Background: an optimization exercise with open tools, aiming at small area. Do not read the settings as production practice.
Only simulation tests tie the RTL to the original design; equivalence was not proved.
Power and IR drop assume default switching activity. The flow treats the clock pin as an ideal source, which a real chip does not have.

Setup of before:
// fpga_config_loader
module fpga_config_loader
(
    input  logic                 clk,
    input  logic                 rst_n,
    input  logic [7:0]           in_data,
    input  logic                 in_valid,
    output logic                 in_ready,
    output logic [fpga_config_loader_pkg::CFG_BITS-1:0]  cfg_out,
    output logic                 cfg_valid,
    output logic                 cfg_done,
    output logic                 cfg_err,
    output logic                 busy
);
    localparam int CFG_BITS = fpga_config_loader_pkg::CFG_BITS;
    localparam int CNT_W    = fpga_config_loader_pkg::CNT_W;
    logic                st_load, st_chk, st_commit, st_err;
    logic [CNT_W-1:0]    cnt;
    logic [7:0]          xsum;
    logic [CFG_BITS-1:0] shadow_n;
    logic [CFG_BITS-1:0] cfg_n;      
    logic                xfer;
    logic                shadow_we;
    logic                last;
    logic                cfg_none;
    assign in_ready  = rst_n && !st_commit && !st_err;
    assign xfer      = in_valid && in_ready;
    assign shadow_we = xfer && st_load;
    assign last      = &cnt;
    assign busy      = st_load || st_chk;
    fpga_config_loader_shadow_reg u_shadow (
        .clk   (clk),
        .we    (shadow_we),
        .last  (last),
        .wdata (in_data),
        .q_n   (shadow_n)
    );
    always_ff @(posedge clk) begin
        if (st_commit) cfg_n <= shadow_n;
    end
  ...
For scale: roughly 3300 cells after synthesis, about 1000 I/O pins.
Settings: LEC_CHECK=0, CAP_MARGIN=20, CORE_MARGIN=2, CORE_UTILIZATION=40, SLEW_MARGIN=20; clock period 10.0 ns.
run.sh (not shown) runs the stock make flow with config.mk's settings and CLKGATE_MAP_FILE= SYNTH_SCRIPT=/design/flow/synth_recipe.tcl, a recipe that flattens the netlist after the stock synthesis.
Per the final summary, before finished and its layout is clean on timing, DRC and antenna.
Input-level comparison between after and before:
- swapping 40 for 60 in CORE_UTILIZATION
==> flow/flow/run.sh (new file) <==
#!/bin/bash
# Own layout flow: the standard flow (standard synthesis unchanged), with
# the smallest buffer on the ports and a clock tree without dummy loads.
set -euo pipefail
here=$(pwd)
bash standard.sh \
  "BUFFER_PORTS_ARGS=-buffer_cell sky130_fd_sc_hd__buf_1" \
  "CTS_ARGS=-sink_clustering_enable -repair_clock_nets -dont_use_dummy_load -sink_clustering_size 30 -sink_clustering_max_diameter 100" \
  finish > "$here/standard_flow.log" 2>&1
==> flow/standard.sh (new file) <==
#!/bin/bash
# synth_recipe.tcl (not shown) runs the flow's synth.tcl, then flattens the netlist and writes it again
# the make line also repeats each setting of config.mk as NAME=value (left out here)
make -C /OpenROAD-flow-scripts/flow DESIGN_CONFIG=/design/flow/config.mk WORK_HOME=/design/flow/orfs CLKGATE_MAP_FILE= SYNTH_SCRIPT=/design/flow/synth_recipe.tcl "${@:-finish}"
removed: flow/run.sh
## What came out
- Across before and after, the outcome is the same: a clean finish for every run.
- Re area growth from synthesis to layout: before was higher than after.
- [after vs before] global-route wire length before repair: lower in after
- Compare before and after | worst slack at placement lower: before
- Clock distribution area overhead in the final layout delta for after relative to before: 4.8 points lower
- Setup slack in after is larger than in before.

---

fjord:
Starting RTL as in the previous note.
## fpga_config_loader
module fpga_config_loader
(
    input  logic                 clk,
    input  logic                 rst_n,
    input  logic [7:0]           in_data,
    input  logic                 in_valid,
    output logic                 in_ready,
    output logic [fpga_config_loader_pkg::CFG_BITS-1:0]  cfg_out,
    output logic                 cfg_valid,
    output logic                 cfg_done,
    output logic                 cfg_err,
    output logic                 busy
);
    localparam int CFG_BITS = fpga_config_loader_pkg::CFG_BITS;
    localparam int CNT_W    = fpga_config_loader_pkg::CNT_W;
    logic                st_load, st_chk, st_commit, st_err;
    logic [CNT_W-1:0]    cnt;
    logic [7:0]          xsum;
    logic [CFG_BITS-1:0] shadow_n;
    logic [CFG_BITS-1:0] cfg_n;      
    logic                xfer;
    logic                shadow_we;
    logic                last;
    logic                cfg_none;
    assign in_ready  = rst_n && !st_commit && !st_err;
    assign xfer      = in_valid && in_ready;
    assign shadow_we = xfer && st_load;
    assign last      = &cnt;
    assign busy      = st_load || st_chk;
    fpga_config_loader_shadow_reg u_shadow (
        .clk   (clk),
        .we    (shadow_we),
        .last  (last),
        .wdata (in_data),
        .q_n   (shadow_n)
    );
    always_ff @(posedge clk) begin
        if (st_commit) cfg_n <= shadow_n;
    end
    assign cfg_out = ~(cfg_n | {CFG_BITS{cfg_none}});
    assign cfg_valid = ~cfg_none;
    always_ff @(posedge clk or negedge rst_n) begin
        if (!rst_n) cfg_none <= 1'b1;
        else if (st_commit) cfg_none <= 1'b0;
    end
    always_ff @(posedge clk or negedge rst_n) begin
        if (!rst_n) cnt <= '0;
        else if (shadow_we) cnt <= cnt + 1'b1;
    end
    always_ff @(posedge clk) begin
        if (!busy) xsum <= '0;
  ...
Settings: LEC_CHECK=0, CAP_MARGIN=5, CORE_MARGIN=2, CORE_UTILIZATION=70, PLACE_DENSITY=0.8, SLEW_MARGIN=5; clock period 10.0 ns.
standard.sh (not shown) runs the stock make flow with config.mk's settings and CLKGATE_MAP_FILE= SYNTH_SCRIPT=/design/flow/synth_recipe.tcl, a recipe that flattens the netlist after the stock synthesis.
==> flow/flow/run.sh <==
#!/bin/bash
# Own layout flow: the standard flow (standard synthesis unchanged), with
# the smallest buffer on the ports and a clock tree without dummy loads.
set -euo pipefail
here=$(pwd)
bash standard.sh \
  "BUFFER_PORTS_ARGS=-buffer_cell sky130_fd_sc_hd__buf_1" \
  "CTS_ARGS=-sink_clustering_enable -repair_clock_nets -dont_use_dummy_load -sink_clustering_size 30 -sink_clustering_max_diameter 100" \
  finish > "$here/standard_flow.log" 2>&1
Here is what was changed in the inputs of nickel compared with fjord.
Settings: PLACE_DENSITY removed (was 0.8); SLEW_MARGIN changed from 5 to 20; CORE_UTILIZATION changed from 70 to 40; CAP_MARGIN changed from 5 to 20.
diff --git a/flow/flow/run.sh b/flow/flow/run.sh
--- a/flow/flow/run.sh
+++ b/flow/flow/run.sh
@@ -8 +8 @@
-  "CTS_ARGS=-sink_clustering_enable -repair_clock_nets -dont_use_dummy_load -sink_clustering_size 30 -sink_clustering_max_diameter 100" \
+  "CTS_ARGS=-sink_clustering_enable -repair_clock_nets -dont_use_dummy_load" \
Signed area change from the synthesized netlist to the final layout was higher in nickel than in fjord. nickel vs. fjord: final-layout non-clock buffer area share now sits lower, clock network fraction of design power rose by 11 points. In the tables for fjord and nickel, power dissipated by switching net loads reads lower with fjord. Diff fjord -> nickel: highest fanout seen on the critical path increased about 120%; post-layout instance area increased 5.7%.
[inputs] ember vs nickel
Settings: CORE_UTILIZATION: 40 -> 60.
diff --git a/flow/flow/run.sh b/flow/flow/run.sh
--- a/flow/flow/run.sh
+++ b/flow/flow/run.sh
@@ -8 +8 @@
-  "CTS_ARGS=-sink_clustering_enable -repair_clock_nets -dont_use_dummy_load" \
+  "CTS_ARGS=-sink_clustering_enable -repair_clock_nets -dont_use_dummy_load -sink_clustering_size 32 -sink_clustering_max_diameter 100" \
Findings:
- Having completed the whole flow, ember delivered a layout that passed the timing, DRC and antenna checks.
- The signal arrival time at the worst endpoint number comes out higher for ember vs nickel.
- Density: ember denser than nickel
- ember vs. nickel: maximum cell stage delay along the critical path went up by 230 ps.
- Of ember and nickel, the higher met1 layer usage reported by global route belongs to ember.
Input-level comparison between indigo and ember:
Settings: swapping 60 for 40 in CORE_UTILIZATION.
diff --git a/flow/flow/run.sh b/flow/flow/run.sh
--- a/flow/flow/run.sh
+++ b/flow/flow/run.sh
@@ -8 +8 @@
-  "CTS_ARGS=-sink_clustering_enable -repair_clock_nets -dont_use_dummy_load -sink_clustering_size 32 -sink_clustering_max_diameter 100" \
+  "CTS_ARGS=-sink_clustering_enable -repair_clock_nets -dont_use_dummy_load -sink_clustering_size 30 -sink_clustering_max_diameter 100" \
Findings:
indigo: all stages complete, timing, DRC and antenna checks passed. Summary: with ember as the reference, first-pass GRT wire length in indigo moved down by a few percent. Final cycle utilization of the critical path in indigo is 2.6 points below ember. indigo vs ember — overall track demand over capacity in global routing dropped 10 points.
--- input diff indigo..lagoon ---
Settings: PLACE_DENSITY newly set to 0.8; CORE_UTILIZATION changed from 40 to 70.
[summary]
Going from indigo to lagoon, met1 track demand over resource in global routing shows an increase of 18 points, placeable core region went down by 43%, global-route wire length before repair moved up.
Die area: lagoon vs indigo down about 40%
Worst slew margin relative to its limit, lagoon and indigo: larger value in indigo
Compared with indigo, leakage power summed over all cells in lagoon decreased slightly.
Cmp lagoon and indigo / via count of the first global-routing pass / lower: indigo

-- port drivers added, routing unchanged --
No port has a modelled driver above. Below, the same layouts with a new extraction and two added sets of constraints.
Step 1 sets driving cells, clkbuf_16 on the clock port and buf_2 on the other inputs (assumed; they add their load-dependent delay and slew).
Step 2, shift: input delay + t, output delay - t, t = (earliest + latest rising clock arrival at the registers) / 2. This alone moves slack from input paths to output paths.
Slacks: ideal / step 1 / step 2; pairs: ideal / step 1.
| run | t, ns | slack for setup (ns) | worst setup path at the end | worst register clock-pin slew, ns | pins driven straight from the clock port |
|---|---|---|---|---|---|
| before | 0.895 | 4.160 / 4.078 / 3.919 | input to register | 0.07 / 0.07 | 1 |
| after | 0.742 | 4.264 / 4.189 / 4.152 | input to register | 0.11 / 0.11 | 1 |
| fjord | 0.736 | 4.225 / 4.155 / 4.241 | input to register | 0.11 / 0.11 | 1 |
| nickel | 0.870 | 4.427 / 4.344 / 4.518 | input to register | 0.06 / 0.06 | 1 |
| ember | 0.744 | 4.256 / 4.182 / 4.177 | input to register | 0.12 / 0.12 | 1 |
| indigo | 0.748 | 4.518 / 4.434 / 4.513 | input to register | 0.11 / 0.11 | 1 |
| lagoon | 0.736 | 4.242 / 4.171 / 4.334 | input to register | 0.11 / 0.11 | 1 |
After both steps every run listed still meets setup and hold. For before, which loses most, drivers alone change the setup slack by -0.082 ns; drivers and shift together by -0.241 ns.
